Background: an optimization exercise with open tools, aiming at small area, a short achievable clock period and few clock cycles per item. Do not read the settings as production practice.
The RTL was checked by simulation tests, not by an equivalence proof against the original design.
No activity file was given, so power comes from the tool's default toggle rates.

File: flow/design.v
package flash_loader_pkg;
    localparam int BUS_WIDTH  = 8;
    localparam int WORD_WIDTH = 32;
    typedef enum logic [BUS_WIDTH-1:0] {
        REG_DATA0 = 8'h00,
        REG_DATA1 = 8'h01,
        REG_DATA2 = 8'h02,
        REG_DATA3 = 8'h03,
        REG_CTRL  = 8'h04
    } reg_addr_e;
    localparam int CTL_FILL_BIT       = 0;
    localparam int CTL_SAVE_BEGIN_BIT = 1;
    localparam int CTL_SAVE_END_BIT   = 2;
    localparam int STAT_DONE_BIT      = 0;
    localparam int STAT_PING_BUSY_BIT = 1;
    localparam int STAT_PONG_BUSY_BIT = 2;
    typedef enum logic [1:0] {
        BUF_IDLE,
        BUF_BUSY,
        BUF_DONE
    } buf_state_e;
    typedef enum logic [2:0] {
        S_IDLE,
        S_WAIT_SEGMENT,
        S_READ_WORD,
        S_WAIT_DATA,
        S_WRITE_WORD,
        S_NEXT,
        S_DONE
    } loader_state_e;
endpackage
`timescale 1ns/1ps
import flash_loader_pkg::*;
module loader_regs #(
    parameter int FLASH_ADDR_BITS = 12
) (
    input  logic                                   clk,
    input  logic                                   reset_n,
    input  logic                                   stb_i,
    input  logic                                   we_i,
    input  logic [flash_loader_pkg::BUS_WIDTH-1:0] adr_wr_i,
    input  logic [flash_loader_pkg::BUS_WIDTH-1:0] adr_rd_i,
    input  logic [flash_loader_pkg::BUS_WIDTH-1:0] dat_i,
    input  logic                                   done_i,
    input  logic                                   ping_busy_i,
    input  logic                                   pong_busy_i,
    output logic [flash_loader_pkg::BUS_WIDTH-1:0] dat_o,
    output logic                                   ack_o,
    output logic                                   fill_start_o,
    output logic [FLASH_ADDR_BITS-1:0]             begin_addr_o,
    output logic [FLASH_ADDR_BITS-1:0]             end_addr_o,
    output logic                                   done_o
);
    logic                       wr_q;
    logic [BUS_WIDTH-1:0]       wr_addr_q;
    logic [BUS_WIDTH-1:0]       wr_data_q;
    logic [BUS_WIDTH-1:0]       data_q [4];
    logic [BUS_WIDTH-1:0]       ctrl_q;
    logic [WORD_WIDTH-1:0]      staged;
    logic [BUS_WIDTH-1:0]       status;
    always_ff @(posedge clk or negedge reset_n) begin
        if (!reset_n) begin
            wr_q <= 1'b0;
        end else begin
            wr_q <= stb_i & we_i;
        end
    end
    always_ff @(posedge clk) begin
        wr_addr_q <= adr_wr_i;
        wr_data_q <= dat_i;
    end
    assign ack_o = stb_i;
    always_ff @(posedge clk or negedge reset_n) begin
        if (!reset_n) begin
            for (int i = 0; i < 4; i++) begin
                data_q[i] <= '0;
            end
        end else if (wr_q && (wr_addr_q <= BUS_WIDTH'(REG_DATA3))) begin
            data_q[wr_addr_q[1:0]] <= wr_data_q;
        end
    end
    assign staged = {data_q[3], data_q[2], data_q[1], data_q[0]};
    always_ff @(posedge clk or negedge reset_n) begin
        if (!reset_n) begin
            ctrl_q <= '0;
        end else if (wr_q && (wr_addr_q == BUS_WIDTH'(REG_CTRL))) begin
            ctrl_q <= wr_data_q;
        end else begin
            ctrl_q <= '0;
        end
    end
    assign fill_start_o = ctrl_q[CTL_FILL_BIT];
    always_ff @(posedge clk or negedge reset_n) begin
        if (!reset_n) begin
            begin_addr_o <= '0;
            end_addr_o   <= '0;
            done_o       <= 1'b0;
        end else begin
            if (ctrl_q[CTL_SAVE_BEGIN_BIT]) begin
                begin_addr_o <= staged[FLASH_ADDR_BITS-1:0];
            end
            if (ctrl_q[CTL_SAVE_END_BIT]) begin
                end_addr_o <= staged[FLASH_ADDR_BITS-1:0];
            end
            if (ctrl_q[CTL_FILL_BIT]) begin
                done_o <= 1'b0;
            end else if (done_i) begin
                done_o <= 1'b1;
            end
        end
    end
    always_comb begin
        status                     = '0;
        status[STAT_DONE_BIT]      = done_o;
        status[STAT_PING_BUSY_BIT] = ping_busy_i;
        status[STAT_PONG_BUSY_BIT] = pong_busy_i;
        case (adr_rd_i)
            REG_DATA0: dat_o = data_q[0];
            REG_DATA1: dat_o = data_q[1];
            REG_DATA2: dat_o = data_q[2];
            REG_DATA3: dat_o = data_q[3];
            REG_CTRL:  dat_o = status;
            default:   dat_o = '0;
        endcase
    end
endmodule
`timescale 1ns/1ps
import flash_loader_pkg::*;
module segment_buffer #(
    parameter int SEGMENT_WORDS = 16
) (
    input  logic                                    clk,
    input  logic                                    reset_n,
    input  logic                                    fill_we_i,
    input  logic [$clog2(SEGMENT_WORDS):0]          fill_addr_i,
    input  logic [flash_loader_pkg::WORD_WIDTH-1:0] fill_data_i,
    input  logic                                    rd_en_i,
    input  logic [$clog2(SEGMENT_WORDS):0]          rd_addr_i,
    input  logic                                    clear_ping_i,
    input  logic                                    clear_pong_i,
    input  logic                                    ping_busy_i,
    input  logic                                    pong_busy_i,
    output logic                                    rd_valid_o,
    output logic [flash_loader_pkg::WORD_WIDTH-1:0] rd_data_o,
    output logic                                    ping_full_o,
    output logic                                    pong_full_o
);
    localparam int IDX_BITS = $clog2(SEGMENT_WORDS);
    logic [WORD_WIDTH-1:0] mem [2*SEGMENT_WORDS];
    logic [1:0]            half_state [2];
    logic [1:0]            clear;
    logic [1:0]            busy;
    logic                  fill_half;
    logic [IDX_BITS-1:0]   fill_idx;
    assign clear     = {clear_pong_i, clear_ping_i};
    assign busy      = {pong_busy_i, ping_busy_i};
    assign fill_half = fill_addr_i[IDX_BITS];
    assign fill_idx  = fill_addr_i[IDX_BITS-1:0];
    always_ff @(posedge clk) begin
        if (fill_we_i) begin
            mem[fill_addr_i] <= fill_data_i;
        end
        if (rd_en_i) begin
            rd_data_o <= mem[rd_addr_i];
        end
    end
    always_ff @(posedge clk or negedge reset_n) begin
        if (!reset_n) begin
            rd_valid_o <= 1'b0;
        end else begin
            rd_valid_o <= rd_en_i;
        end
    end
    for (genvar h = 0; h < 2; h++) begin : g_half
        always_ff @(posedge clk or negedge reset_n) begin
            if (!reset_n) begin
                half_state[h] <= BUF_IDLE;
            end else if (clear[h]) begin
                half_state[h] <= BUF_IDLE;
            end else if (fill_we_i && (fill_half == 1'(h))) begin
                if (fill_idx == '0) begin
                    half_state[h] <= BUF_BUSY;
                end else if (fill_idx == IDX_BITS'(SEGMENT_WORDS - 1)) begin
                    half_state[h] <= BUF_DONE;
                end
            end
        end
    end
    assign ping_full_o = (half_state[0] == BUF_DONE);
    assign pong_full_o = (half_state[1] == BUF_DONE);
endmodule
`timescale 1ns/1ps
import flash_loader_pkg::*;
module flash_write_path #(
    parameter int SEGMENT_WORDS   = 16,
    parameter int FLASH_ADDR_BITS = 12
) (
    input  logic                                    clk,
    input  logic                                    reset_n,
    input  logic [FLASH_ADDR_BITS-1:0]              begin_addr_i,
    input  logic [FLASH_ADDR_BITS-1:0]              end_addr_i,
    input  logic                                    load_addr_i,
    input  logic                                    inc_addr_i,
    input  logic                                    flip_half_i,
    input  logic                                    clear_count_i,
    input  logic                                    issue_write_i,
    input  logic                                    rd_valid_i,
    input  logic [flash_loader_pkg::WORD_WIDTH-1:0] rd_data_i,
    input  logic                                    flash_ready_i,
    output logic                                    active_half_o,
    output logic [$clog2(SEGMENT_WORDS):0]          rd_addr_o,
    output logic                                    segment_last_o,
    output logic                                    at_end_addr_o,
    output logic                                    write_done_o,
    output logic                                    flash_valid_o,
    output logic [FLASH_ADDR_BITS-1:0]              flash_addr_o,
    output logic [flash_loader_pkg::WORD_WIDTH-1:0] flash_data_o
);
    localparam int IDX_BITS = $clog2(SEGMENT_WORDS);
    logic [IDX_BITS-1:0] seg_cnt_q;
    assign write_done_o = flash_valid_o & flash_ready_i;
    assign rd_addr_o    = {active_half_o, seg_cnt_q};
    assign segment_last_o = (seg_cnt_q == '0);
    assign at_end_addr_o  = (flash_addr_o == end_addr_i);
    always_ff @(posedge clk or negedge reset_n) begin
        if (!reset_n) begin
            active_half_o <= 1'b0;
            seg_cnt_q     <= '0;
            flash_addr_o  <= '0;
        end else begin
            if (load_addr_i) begin
                active_half_o <= 1'b0;
            end else if (flip_half_i) begin
                active_half_o <= ~active_half_o;
            end
            if (clear_count_i) begin
                seg_cnt_q <= '0;
            end else if (write_done_o) begin
                seg_cnt_q <= seg_cnt_q + 1'b1;
            end
            if (load_addr_i) begin
                flash_addr_o <= begin_addr_i;
            end else if (inc_addr_i) begin
                flash_addr_o <= flash_addr_o + 1'b1;
            end
        end
    end
    always_ff @(posedge clk or negedge reset_n) begin
        if (!reset_n) begin
            flash_valid_o <= 1'b0;
        end else if (issue_write_i) begin
            flash_valid_o <= 1'b1;
        end else if (write_done_o) begin
            flash_valid_o <= 1'b0;
        end
    end
    always_ff @(posedge clk) begin
        if (rd_valid_i) begin
            flash_data_o <= rd_data_i;
        end
    end
endmodule
`timescale 1ns/1ps
import flash_loader_pkg::*;
module loader_ctrl (
    input  logic clk,
    input  logic reset_n,
    input  logic fill_start_i,
    input  logic ping_full_i,
    input  logic pong_full_i,
    input  logic active_half_i,
    input  logic write_done_i,
    input  logic segment_last_i,
    input  logic at_end_addr_i,
    output logic rd_en_o,
    output logic load_addr_o,
    output logic inc_addr_o,
    output logic flip_half_o,
    output logic clear_count_o,
    output logic issue_write_o,
    output logic clear_ping_o,
    output logic clear_pong_o,
    output logic ping_busy_o,
    output logic pong_busy_o,
    output logic done_o
);
    flash_loader_pkg::loader_state_e state_q;
    flash_loader_pkg::loader_state_e state_d;
    logic [1:0]    busy_q;
    logic          release_half;
    always_ff @(posedge clk or negedge reset_n) begin
        if (!reset_n) begin
            state_q <= S_IDLE;
        end else begin
            state_q <= state_d;
        end
    end
    always_comb begin
        state_d       = state_q;
        rd_en_o       = 1'b0;
        load_addr_o   = 1'b0;
        inc_addr_o    = 1'b0;
        flip_half_o   = 1'b0;
        clear_count_o = 1'b0;
        issue_write_o = 1'b0;
        release_half  = 1'b0;
        done_o        = 1'b0;
        case (state_q)
            S_IDLE: begin
                load_addr_o   = 1'b1;
                clear_count_o = 1'b1;
                if (fill_start_i) begin
                    state_d = S_WAIT_SEGMENT;
                end
            end
            S_WAIT_SEGMENT: begin
                if (active_half_i ? pong_full_i : ping_full_i) begin
                    state_d = S_READ_WORD;
                end
            end
            S_READ_WORD: begin
                rd_en_o = 1'b1;
                state_d = S_WAIT_DATA;
            end
            S_WAIT_DATA: begin
                issue_write_o = 1'b1;
                state_d       = S_WRITE_WORD;
            end
            S_WRITE_WORD: begin
                if (write_done_i) begin
                    state_d = S_NEXT;
                end
            end
            S_NEXT: begin
                if (at_end_addr_i) begin
                    state_d = S_DONE;
                end else begin
                    inc_addr_o = 1'b1;
                    if (segment_last_i) begin
                        release_half  = 1'b1;
                        flip_half_o   = 1'b1;
                        clear_count_o = 1'b1;
                        state_d       = S_WAIT_SEGMENT;
                    end else begin
                        state_d = S_READ_WORD;
                    end
                end
            end
            S_DONE: begin
                done_o       = 1'b1;
                release_half = 1'b1;
                state_d      = S_IDLE;
            end
            default: state_d = S_IDLE;
        endcase
    end
    assign clear_ping_o = release_half & ~active_half_i;
    assign clear_pong_o = release_half & active_half_i;
    always_ff @(posedge clk or negedge reset_n) begin
        if (!reset_n) begin
            busy_q <= '0;
        end else if (release_half) begin
            busy_q[active_half_i] <= 1'b0;
        end else if (rd_en_o) begin
            busy_q[active_half_i] <= 1'b1;
        end
    end
    assign ping_busy_o = busy_q[0];
    assign pong_busy_o = busy_q[1];
endmodule
`timescale 1ns/1ps
import flash_loader_pkg::*;
module flash_loader_top #(
    parameter int SEGMENT_WORDS   = 16,
    parameter int FLASH_ADDR_BITS = 12
) (
    input  logic                                    clk,
    input  logic                                    reset_n,
    input  logic                                    stb_i,
    input  logic                                    we_i,
    input  logic [flash_loader_pkg::BUS_WIDTH-1:0]  adr_wr_i,
    input  logic [flash_loader_pkg::BUS_WIDTH-1:0]  adr_rd_i,
    input  logic [flash_loader_pkg::BUS_WIDTH-1:0]  dat_i,
    output logic [flash_loader_pkg::BUS_WIDTH-1:0]  dat_o,
    output logic                                    ack_o,
    input  logic                                    fill_we_i,
    input  logic [$clog2(SEGMENT_WORDS):0]          fill_addr_i,
    input  logic [flash_loader_pkg::WORD_WIDTH-1:0] fill_data_i,
    output logic                                    ping_busy_o,
    output logic                                    pong_busy_o,
    output logic                                    done_o,
    output logic                                    flash_valid_o,
    output logic [FLASH_ADDR_BITS-1:0]              flash_addr_o,
    output logic [flash_loader_pkg::WORD_WIDTH-1:0] flash_data_o,
    input  logic                                    flash_ready_i
);
    logic                         fill_start;
    logic                         done_pulse;
    logic [FLASH_ADDR_BITS-1:0]   begin_addr;
    logic [FLASH_ADDR_BITS-1:0]   end_addr;
    logic                         ping_full;
    logic                         pong_full;
    logic                         rd_en;
    logic                         rd_valid;
    logic [$clog2(SEGMENT_WORDS):0] rd_addr;
    logic [WORD_WIDTH-1:0]        rd_data;
    logic                         clear_ping;
    logic                         clear_pong;
    logic                         load_addr;
    logic                         inc_addr;
    logic                         flip_half;
    logic                         issue_write;
    logic                         clear_count;
    logic                         active_half;
    logic                         write_done;
    logic                         at_end_addr;
    logic                         segment_last;
    loader_regs #(
        .FLASH_ADDR_BITS (FLASH_ADDR_BITS)
    ) loader_regs_inst (
        .clk, .reset_n, .stb_i, .we_i, .adr_wr_i, .adr_rd_i, .dat_i, .dat_o, .ack_o,
        .done_i       (done_pulse),
        .ping_busy_i  (ping_busy_o),
        .pong_busy_i  (pong_busy_o),
        .fill_start_o (fill_start),
        .begin_addr_o (begin_addr),
        .end_addr_o   (end_addr),
        .done_o       (done_o)
    );
    segment_buffer #(
        .SEGMENT_WORDS (SEGMENT_WORDS)
    ) segment_buffer_inst (
        .clk, .reset_n, .fill_we_i, .fill_addr_i, .fill_data_i,
        .rd_en_i      (rd_en),
        .rd_addr_i    (rd_addr),
        .clear_ping_i (clear_ping),
        .clear_pong_i (clear_pong),
        .ping_busy_i  (ping_busy_o),
        .pong_busy_i  (pong_busy_o),
        .rd_valid_o   (rd_valid),
        .rd_data_o    (rd_data),
        .ping_full_o  (ping_full),
        .pong_full_o  (pong_full)
    );
    flash_write_path #(
        .SEGMENT_WORDS   (SEGMENT_WORDS),
        .FLASH_ADDR_BITS (FLASH_ADDR_BITS)
    ) flash_write_path_inst (
        .clk, .reset_n, .flash_ready_i, .flash_valid_o, .flash_addr_o, .flash_data_o,
        .begin_addr_i   (begin_addr),
        .end_addr_i     (end_addr),
        .load_addr_i    (load_addr),
        .inc_addr_i     (inc_addr),
        .flip_half_i    (flip_half),
        .clear_count_i  (clear_count),
        .issue_write_i  (issue_write),
        .rd_valid_i     (rd_valid),
        .rd_data_i      (rd_data),
        .active_half_o  (active_half),
        .rd_addr_o      (rd_addr),
        .segment_last_o (segment_last),
        .at_end_addr_o  (at_end_addr),
        .write_done_o   (write_done)
    );
    loader_ctrl loader_ctrl_inst (
        .clk, .reset_n, .ping_busy_o, .pong_busy_o,
        .fill_start_i   (fill_start),
        .ping_full_i    (ping_full),
        .pong_full_i    (pong_full),
        .active_half_i  (active_half),
        .write_done_i   (write_done),
        .segment_last_i (segment_last),
        .at_end_addr_i  (at_end_addr),
        .rd_en_o        (rd_en),
        .load_addr_o    (load_addr),
        .inc_addr_o     (inc_addr),
        .flip_half_o    (flip_half),
        .clear_count_o  (clear_count),
        .issue_write_o  (issue_write),
        .clear_ping_o   (clear_ping),
        .clear_pong_o   (clear_pong),
        .done_o         (done_pulse)
    );
endmodule
File: flow/run.sh
#!/bin/bash
# synth_recipe.tcl (not shown) runs the flow's synth.tcl, then flattens the netlist and writes it again
# the make line also repeats each setting of config.mk as NAME=value (left out here)
make -C /OpenROAD-flow-scripts/flow DESIGN_CONFIG=/design/flow/config.mk WORK_HOME=/design/flow/orfs CLKGATE_MAP_FILE= SYNTH_SCRIPT=/design/flow/synth_recipe.tcl finish
File: flow/config.mk
export PLATFORM = sky130hd
export DESIGN_NAME = flash_loader_top
export DESIGN_NICKNAME = flash_loader_top
export VERILOG_FILES = /design/flow/design.v
export SDC_FILE = /design/flow/constraint.sdc
export NUM_CORES = 4
export LEC_CHECK = 0
export CAP_MARGIN = 20
export CORE_MARGIN = 2
export CORE_UTILIZATION = 40
export SLEW_MARGIN = 20
File: flow/constraint.sdc
create_clock -name core_clock -period 5.0 [get_ports {clk}]
set_input_delay 1.0000 -clock core_clock [delete_from_list [all_inputs] [get_ports {clk}]]
set_output_delay 1.0000 -clock core_clock [all_outputs]
set_load 0.01 [all_outputs]
==> results.txt <==
## layout make-up
type	count	area share, %
clock inverters	67	1.263
well taps	1512	3.555
flip-flops and latches	1193	66.23
clock buffers	153	5.912
multi-input cells	917	19.32
inverters	14	0.09876
repair buffers	204	3.612
diodes	2	0.009406
## per-stage QoR
stage	power [mW]	util [%]
after floorplan	12.37	-
after detailed placement	13.19	43.38
final	21.63	46.66
after CTS	21.84	46.73
after global placement	13.17	43.39
after global routing	22.35	46.66
## power groups by stage
stage	registers (mW)	logic, mW	clock network (mW)
2_1_floorplan	11.6	0.804	0
3_3_place_gp	11.7	1.49	0
3_5_place_dp	11.7	1.51	0
4_1_cts	11.5	1.52	8.85
5_1_grt	11.5	1.62	9.23
6_report	11.5	1.49	8.68
## critical path: stages
cell             delay, ns
clkdlybuf4s50_1       0.86
mux4_2                0.60
nand2b_1              0.09
a21oi_1               0.07
clkdlybuf4s50_1       0.49
## cells in the final DEF (no fill, tap or decap), types with 18 or more instances in the layout
cell             synthesis  layout
clkbuf_1                59      30
buf_2                   40      18
mux2i_1                128     128
o21ai_0                 83      83
dfrtp_1                 89      83
nor2_4                   0      32
buf_4                    8      68
nor2_1                  56      25
a221oi_1                64      64
a32oi_1                 34      34
edfxtp_1              1088    1088
a21oi_1                 45      45
clkinv_2                 0      22
clkdlybuf4s50_1          0     104
mux4_2                 200     200
mux2_2                 117     117
clkinv_1                 0      24
nand2_1                 50      50
clkbuf_16                0     119
## worst paths after layout
| check | from | end | slack (ns) | depth (start not counted) |
|---|---|---|---|---|
| max in group asynchronous | reset_n | segment_buffer_inst.rd_valid_o | 3.69 | 2 |
| min in group asynchronous | reset_n | loader_regs_inst.begin_addr_o[11] | 0.45 | 1 |
| worst min-delay path | segment_buffer_inst.rd_data_o[16] | flash_write_path_inst.flash_data_o[16] | 0.42 | 0 |
| worst max-delay path | adr_rd_i[0] | dat_o[0] | 0.88 | 5 |
| worst max register to register | flash_write_path_inst.seg_cnt_q[1] | segment_buffer_inst.rd_data_o[13] | 1.83 | 6 |
| worst min register to register | segment_buffer_inst.rd_data_o[16] | flash_write_path_inst.flash_data_o[16] | 0.42 | 0 |
## sequential cells by signal, indices dropped and copies added (netlist names), named ones only
register	count
flash_write_path_inst.active_half_o	1
flash_write_path_inst.flash_addr_o	12
flash_write_path_inst.flash_data_o	32
flash_write_path_inst.flash_valid_o	1
flash_write_path_inst.seg_cnt_q	4
loader_ctrl_inst.state_q	3
loader_regs_inst.begin_addr_o	12
loader_regs_inst.ctrl_q	3
loader_regs_inst.data_q	32
loader_regs_inst.done_o	1
loader_regs_inst.end_addr_o	12
loader_regs_inst.wr_addr_q	8
loader_regs_inst.wr_data_q	8
loader_regs_inst.wr_q	1
segment_buffer_inst.half_state	4
segment_buffer_inst.mem	1024
segment_buffer_inst.rd_data_o	32
segment_buffer_inst.rd_valid_o	1
## routing by layer
layer	track usage, %	vias to the layer above	routed length [um]
met4	6.332	12	3559
met1	25.90	12000	45600
met5	0	-	80
li1	-	9717	-
met2	30.18	861	52760
met3	3.917	192	7823
## logic make-up after synthesis
| logic type | Yosys count |
|---|---|
| AO/OA/AOI/OAI | 262 |
| XOR/XNOR | 17 |
| adder cells (fa/ha/maj) | 3 |
| buffers and inverters | 138 |
| flip-flops | 1193 |
| multiplexers | 445 |
| AND/OR/NAND/NOR | 190 |
==> results.json <==
{
  "status": "finished clean",
  "drtPass1Iterations": 5,
  "path_class": "input port to output pin",
  "pre_cts_ws_ns": 0.8693,
  "pin_count": 124,
  "synth_area_leaders": "edfxtp_1 71%, mux4_2 9.8%, dfrtp_1 4.9%, mux2_2 2.9%, mux2i_1 2.8%",
  "cp-end-kind": "output pin",
  "drv_cap": 0,
  "clock_sinks": 1193,
  "nFillCells": 9351,
  "synthAdderAreaFrac_pct": 0.08186,
  "hold_viol_final": 0,
  "ys_top_cells_by_count": "1088 x edfxtp_1, 200 x mux4_2, 128 x mux2i_1, 117 x mux2_2, 89 x dfrtp_1",
  "start_kind": "input port",
  "io_buffers": 123,
  "cts_tree": "done",
  "ctsHoldBuffers": 0,
  "setup_slack_ns": 0.8846,
  "routed_wirelength_um": 109800,
  "hold_class": "flip-flop to flip-flop",
  "clockBufferDepth": 3,
  "ir_drop_mv": 0.3243,
  "switching_share_pct": 22.28,
  "gp_congestion": 0.8410,
  "yosys.area_share.simple_pct": 2.087,
  "fin_nets": 2517,
  "dieArea_um2": 117400,
  "p_seq_share_pct": 53.0,
  "antenna_found_initial": 11,
  "mappedNetlistArea_um2": 45860,
  "yosysTopAreaCell": "edfxtp_1",
  "synth_top_area_share_pct": 71.25,
  "cts_htree_levels": 3,
  "yosysWarnings": 6,
  "dpl-instance-area_um2": 49470,
  "synthesis.nets": 2318,
  "drc": 0,
  "path_clk_slew_ns": 0.06,
  "final_cell_area_um2": 53210,
  "worstPathArrival_ns": 3.12,
  "regArea_um2": 35240,
  "chipWidth_um": 342.6,
  "fin_crit_ns": 4.115,
  "initial_core_util_pct": 40.21,
  "hold_ws_ns": 0.4168,
  "critical_path_required_ns": 4.00,
  "max_freq_ghz": 0.2430,
  "multi_input_area_um2": 10280,
  "synth_top_family_by_area": "multiplexers",
  "slew_viol_final": 0,
  "setup_viol": 0,
  "dp_cells": 3840,
  "critical_path.max_fanout": 9,
  "gr-total-overflow": 0,
  "drive_gt1_share_pct": 25.08,
  "muxShareOfSynthArea_pct": 15.49,
  "dpl.hpwl_um": 65960,
  "vias_per_cell": 5.608,
  "drtIter0Drc": 2270,
  "root_buffer": "clkbuf_16",
  "post-cts-setup-buffers": 0,
  "synth_ff_type": "edfxtp_1",
  "rsz0062_at_grt": "false",
  "tns_ns": 0,
  "wl_per_cell_um": 27.04,
  "rows": 124,
  "track_usage_pct": 18.87,
  "fin_skew_ns": 0.02537,
  "clock_power_share_pct": 40.1,
  "clkLatencyLatePin_ns": 0.71,
  "relSlewSlack_pct": 30.25,
  "post-synth-top-count-cell": "edfxtp_1",
  "intPower_mw": 16.82,
  "p_leak_nw": 16.36,
  "ys_seq_area_share_pct": 76.80,
  "cts_made_buffers": 117,
  "cts_resized": 0,
  "synth_xor_area_share_pct": 0.3247,
  "die_h_um": 342.6,
  "synth-compound-area-share_pct": 3.899,
  "layoutNonFillerInstCount": 4062,
  "core-area_um2": 114000,
  "avgSynthCellArea_um2": 20.40,
  "fin_crit_sh_pct": 82.31,
  "ant_nets": 0,
  "yosysUniqueCellTypes": 58,
  "power.share.combinational_pct": 6.9,
  "vias": 22780,
  "ys_ff_latch": 1193,
  "worst_pin_slew_ns": 1.043,
  "grt_max_degree": 99,
  "synth_cells": 2248,
  "grt_pass1_vias": 23610,
  "p_per_area_nw_per_um2": 406.6,
  "area_growth_pct": 16.04,
  "synth-edff-count": 1088,
  "async_reset_ff_share_pct": 7.460,
  "grt_pass1_wl_um": 161400,
  "switching_power_mw": 4.819
}
Testbench counts, summed over its fixed seeds: cycles 97,669, words 21,815.

[what the ideal ports hide]
No port has a modelled driver above. Below, the same layout with a new extraction and two added sets of constraints.
Step 1 (the two cells are an assumption about what drives the block):
set clk [get_ports {clk}]
set_driving_cell -lib_cell sky130_fd_sc_hd__clkbuf_16 $clk
set_driving_cell -lib_cell sky130_fd_sc_hd__buf_2 [delete_from_list [all_inputs] $clk]
Step 2 also shifts input and output timing later by t, the mid clock arrival at the registers, as if the neighbouring blocks saw the same clock.
Three values: no drivers, after step 1, after step 2; two values: the first two.
t (ns): 0.760
setup slack, ns: 0.885 / 0.861 / 0.861
worst hold slack (ns): 0.417 / 0.405 / 0.417
worst register clock-pin slew, ns: 0.07 / 0.07
worst slew at a driven data input, ns: 0.12
After both steps setup and hold are still met in this run. The setup slack of this run moves by -0.024 ns with the drivers and by -0.024 ns with both steps.
